From an optimization exercise on the open Yosys and OpenROAD flow, aimed at small area, a short achievable clock period and few clock cycles per item; shortcuts taken in it are not production practice.
Where RTL was checked, it was by simulation tests only, not by an equivalence proof against the original.
Power figures rest on the tool's default switching activity, not on a simulated workload.

## wall_grid_neighbor_smoothing_core
module wall_grid_neighbor_smoothing_core (
	input  logic                                clk,
	input  logic                                arst_n,
	input  logic                                s_axis_tvalid,
	output logic                                s_axis_tready,
	input  logic [wgns_pkg::IN_DATA_W-1:0]      s_axis_tdata,   
	output logic                                m_axis_tvalid,
	input  logic                                m_axis_tready,
	output logic [wgns_pkg::OUT_DATA_W-1:0]     m_axis_tdata,   
	output logic [wgns_pkg::OUT_USER_W-1:0]     m_axis_tuser,   
	output logic                                m_axis_tlast,   
	input  logic                                cfg_we,
	input  logic [wgns_pkg::CFG_IDX_W-1:0]      cfg_index,
	input  logic [wgns_pkg::CFG_DATA_W-1:0]     cfg_wdata
);
	logic [7:0] sat3;
	logic [7:0] wv_q, hv_q;    
	logic [3:0] keep_thr_q, grow_thr_q;
	assign sat3 = (cfg_wdata < 9'd3)   ? 8'd0 :
	              (cfg_wdata > 9'd256) ? 8'd253 : 8'(cfg_wdata - 9'd3);
	always_ff @(posedge clk or negedge arst_n) begin
		if (!arst_n) begin
			wv_q       <= 8'(wgns_pkg::RST_WIDTH - 3);
			hv_q       <= 8'(wgns_pkg::RST_HEIGHT - 3);
			keep_thr_q <= wgns_pkg::RST_KEEP;
			grow_thr_q <= wgns_pkg::RST_GROW;
		end else if (cfg_we) begin
			case (cfg_index)
				wgns_pkg::REG_GRID_WIDTH:  wv_q       <= sat3;
				wgns_pkg::REG_GRID_HEIGHT: hv_q       <= sat3;
				wgns_pkg::REG_WALL_KEEP:   keep_thr_q <= cfg_wdata[3:0];
				wgns_pkg::REG_FLOOR_GROW:  grow_thr_q <= cfg_wdata[3:0];
				default: ;
			endcase
		end
	end
	logic e0_q, e1_q, v0_q, v1_q, tready_q;
	logic in_acc, adv_q, push_q, take;
	logic v0_n, v1_n;
	assign in_acc        = s_axis_tvalid && tready_q;
	assign s_axis_tready = tready_q;
	always_comb begin
		v0_n = v0_q;
		v1_n = v1_q;
		if (adv_q) begin
			v0_n = v1_q || in_acc;
			v1_n = v1_q && in_acc;
  ...
For scale: about 1200 cells after synthesis.
clock: 5.0 ns
lec_check: 0
cap_margin: 20
core_margin: 2
core_utilization: 60
cts_buf_list: sky130_fd_sc_hd__clkbuf_8
cts_cluster_diameter: 60
cts_cluster_size: 20
hold_slack_margin: 0
setup_slack_margin: 2.9
slew_margin: 20
run.sh (not shown) runs the stock make flow with config.mk's settings and CLKGATE_MAP_FILE= SYNTH_SCRIPT=/design/flow/synth_recipe.tcl, a recipe that flattens the netlist after the stock synthesis.
The first run finished clean.
Testbench counts at the start, summed over its fixed seeds: cycles 72,316, items 68,207.
==> next run, changes <==
--- a/flow/design.v
+++ b/flow/design.v
@@ -357,30 +357,28 @@
 			ov_q    <= 1'b0;
 			start_q <= 1'b1;
 		end else begin
 			ov_q <= take || (ov_q && !m_axis_tready);
 			if (take)
 				start_q <= 1'b0;
 		end
 	end
-	logic [20:0] oreg_q, oreg_n;
-	assign oreg_n = ({21{take}}  & {q0_q, n_row, n_col, n_rl, n_sm, n_last}) |
-	                ({21{!take}} & oreg_q);
-	always_ff @(posedge clk or negedge arst_n) begin
-		if (!arst_n)
-			oreg_q <= '0;
-		else
+	logic [19:0] oreg_q, oreg_n, port_q;
+	assign oreg_n = {q0_q, n_row, n_col, n_rl, n_sm, n_last};
+	always_ff @(posedge clk) begin
+		if (take)
 			oreg_q <= oreg_n;
+		port_q <= ({20{take}} & oreg_n) | ({20{!take}} & oreg_q);
 	end
 	assign {owall_q, orow_q, ocol_q, orl_q, osm_q, olast_q} = oreg_q;
 	always_ff @(posedge clk) begin
 		if (take) begin
 			f_xw2_q <= n_xw2;
 			f_yh2_q <= n_yh2;
 			f_yh1_q <= n_yh1;
 		end
 	end
 	assign m_axis_tvalid = ov_q;
-	assign m_axis_tdata  = {7'd0, owall_q, orow_q, ocol_q};
-	assign m_axis_tuser  = {orl_q, osm_q};
-	assign m_axis_tlast  = olast_q;
+	assign m_axis_tdata  = {7'd0, port_q[19:3]};
+	assign m_axis_tuser  = port_q[2:1];
+	assign m_axis_tlast  = port_q[0];
 endmodule
What happened:
- global-route usage goes down by 0.21 points
- synthesized area goes up by 3.3%
- clock power goes up by about 7%
- routed wire length goes up by 2.7%
- design area goes up by 3.1%
- setup slack is better by 0.028 ns
- die area goes up by 3.2%
- sequential share of layout area goes down by 0.29 points
The RTL of the second run of this note was laid out without a check of its function.


wall_grid_neighbor_smoothing_core, a different RTL version from the one above (not shown whole).
For scale: ~1200 cells after synthesis, roughly 21000 sq um of cells after synthesis.
make LEC_CHECK=0 CAP_MARGIN=20 CORE_MARGIN=2 CORE_UTILIZATION=60 CTS_BUF_LIST=sky130_fd_sc_hd__clkbuf_8 CTS_CLUSTER_DIAMETER=60 CTS_CLUSTER_SIZE=20 HOLD_SLACK_MARGIN=0 SETUP_SLACK_MARGIN=2.9 SLEW_MARGIN=20 finish   # period 5.0 ns
The starting point produced a clean layout.
Testbench counts at the start, summed over its fixed seeds: cycles 72,316, items 68,207.
==> next run, changes <==
--- a/flow/design.v
+++ b/flow/design.v
@@ -113,28 +113,29 @@
 			v0_n = v1_q || in_acc;
 			v1_n = v1_q && in_acc;
 		end else if (in_acc) begin
 			v0_n = 1'b1;
 			v1_n = v0_q;
 		end
 	end
 	always_ff @(posedge clk or negedge arst_n) begin
 		if (!arst_n) begin
-			v0_q     <= 1'b0;
-			v1_q     <= 1'b0;
-			tready_q <= 1'b0;
+			v0_q <= 1'b0;
+			v1_q <= 1'b0;
 		end else begin
-			v0_q     <= v0_n;
-			v1_q     <= v1_n;
-			tready_q <= !v1_n;
+			v0_q <= v0_n;
+			v1_q <= v1_n;
 		end
 	end
 	always_ff @(posedge clk) begin
+		tready_q <= !v1_n;
+	end
+	always_ff @(posedge clk) begin
 		if (adv_q ? !v1_q : !v0_q)
 			e0_q <= s_axis_tdata[0];
 		else if (adv_q)
 			e0_q <= e1_q;
 		if (in_acc)
 			e1_q <= s_axis_tdata[0];
 	end
 	logic [7:0] cd_q, rd_q, cd_n, rd_n;
 	logic       fc_q, fr_q, r1_q, lc_q, lr_q;    
@@ -269,30 +270,30 @@
 			free_n = !pa_n || !qv1_n;
 		adv_n = v0_n && free_n;
 	end
 	always_ff @(posedge clk or negedge arst_n) begin
 		if (!arst_n) begin
 			pa_q   <= 1'b0;
 			pb_q   <= 1'b0;
 			qv0_q  <= 1'b0;
 			qv1_q  <= 1'b0;
-			adv_q  <= 1'b0;
-			push_q <= 1'b0;
 		end else begin
 			pa_q   <= pa_n;
 			pb_q   <= pb_n;
 			qv0_q  <= qv0_n;
 			qv1_q  <= qv1_n;
-			adv_q  <= adv_n;
-			push_q <= adv_n && !lc_n;
 		end
 	end
 	always_ff @(posedge clk) begin
+		adv_q  <= adv_n;
+		push_q <= adv_n && !lc_n;
+	end
+	always_ff @(posedge clk) begin
 		if (adv_q && has_b)
 			bbit_q <= e0_q;
 		if (take ? !qv1_q : !qv0_q)
 			q0_q <= mv_bit;
 		else if (take)
 			q0_q <= q1_q;
 		if (mv && qv0_q && !take)
 			q1_q <= mv_bit;
 	end
The changed run passed the timing, DRC and antenna checks.
First-iteration DRC count climbs by a few percent.
Worst setup slack improves by 0.0070 ns.
Total power stays flat.
Maximum frequency climbs slightly.
Cell count hardly moves.
Count of clock-buffer cells in the layout drops by 1.
Wire length drops by a few percent.
Synthesized area stays flat.
Non-clock buffer count climbs by 5.
Via count hardly moves.
Cell area is about the same.
Utilization climbs by 0.12 points.
Clock power hardly moves.
Sequential power stays flat.
No functional check of the RTL was part of the second run of this note.

re-timing with driven ports:
The results above use ideal ports. As a check the final layouts listed here were re-extracted and re-timed, cells and wires unchanged.
Step 1, drivers: a clkbuf_16 drives clk and a buf_2 each remaining input, both assumed.
Step 2 moves the port delays by t, midway between the first and last clock arrival at a register: inputs arrive t later, outputs are due t later. That takes back most of the time a late clock gives input paths.
Slacks: ideal ports / drivers / drivers and shift; pairs: ideal ports / drivers.
run	t, ns	setup slack, ns	worst hold slack (ns)	clock arrival spread, ns
the first run of note 1	0.651	2.820 / 2.770 / 2.332	0.417 / 0.417 / 0.417	0.045 / 0.045
the second run of note 1	0.651	2.848 / 2.800 / 2.227	0.400 / 0.400 / 0.400	0.024 / 0.023
the first run of note 2	0.663	2.772 / 2.722 / 2.310	0.415 / 0.415 / 0.415	0.025 / 0.025
the second run of note 2	0.660	2.779 / 2.728 / 2.217	0.417 / 0.417 / 0.417	0.036 / 0.036
After both steps setup and hold are still met in every run listed. The setup slack of the second run of note 1, which loses most, moves by -0.048 ns with the drivers and by -0.621 ns with both steps.
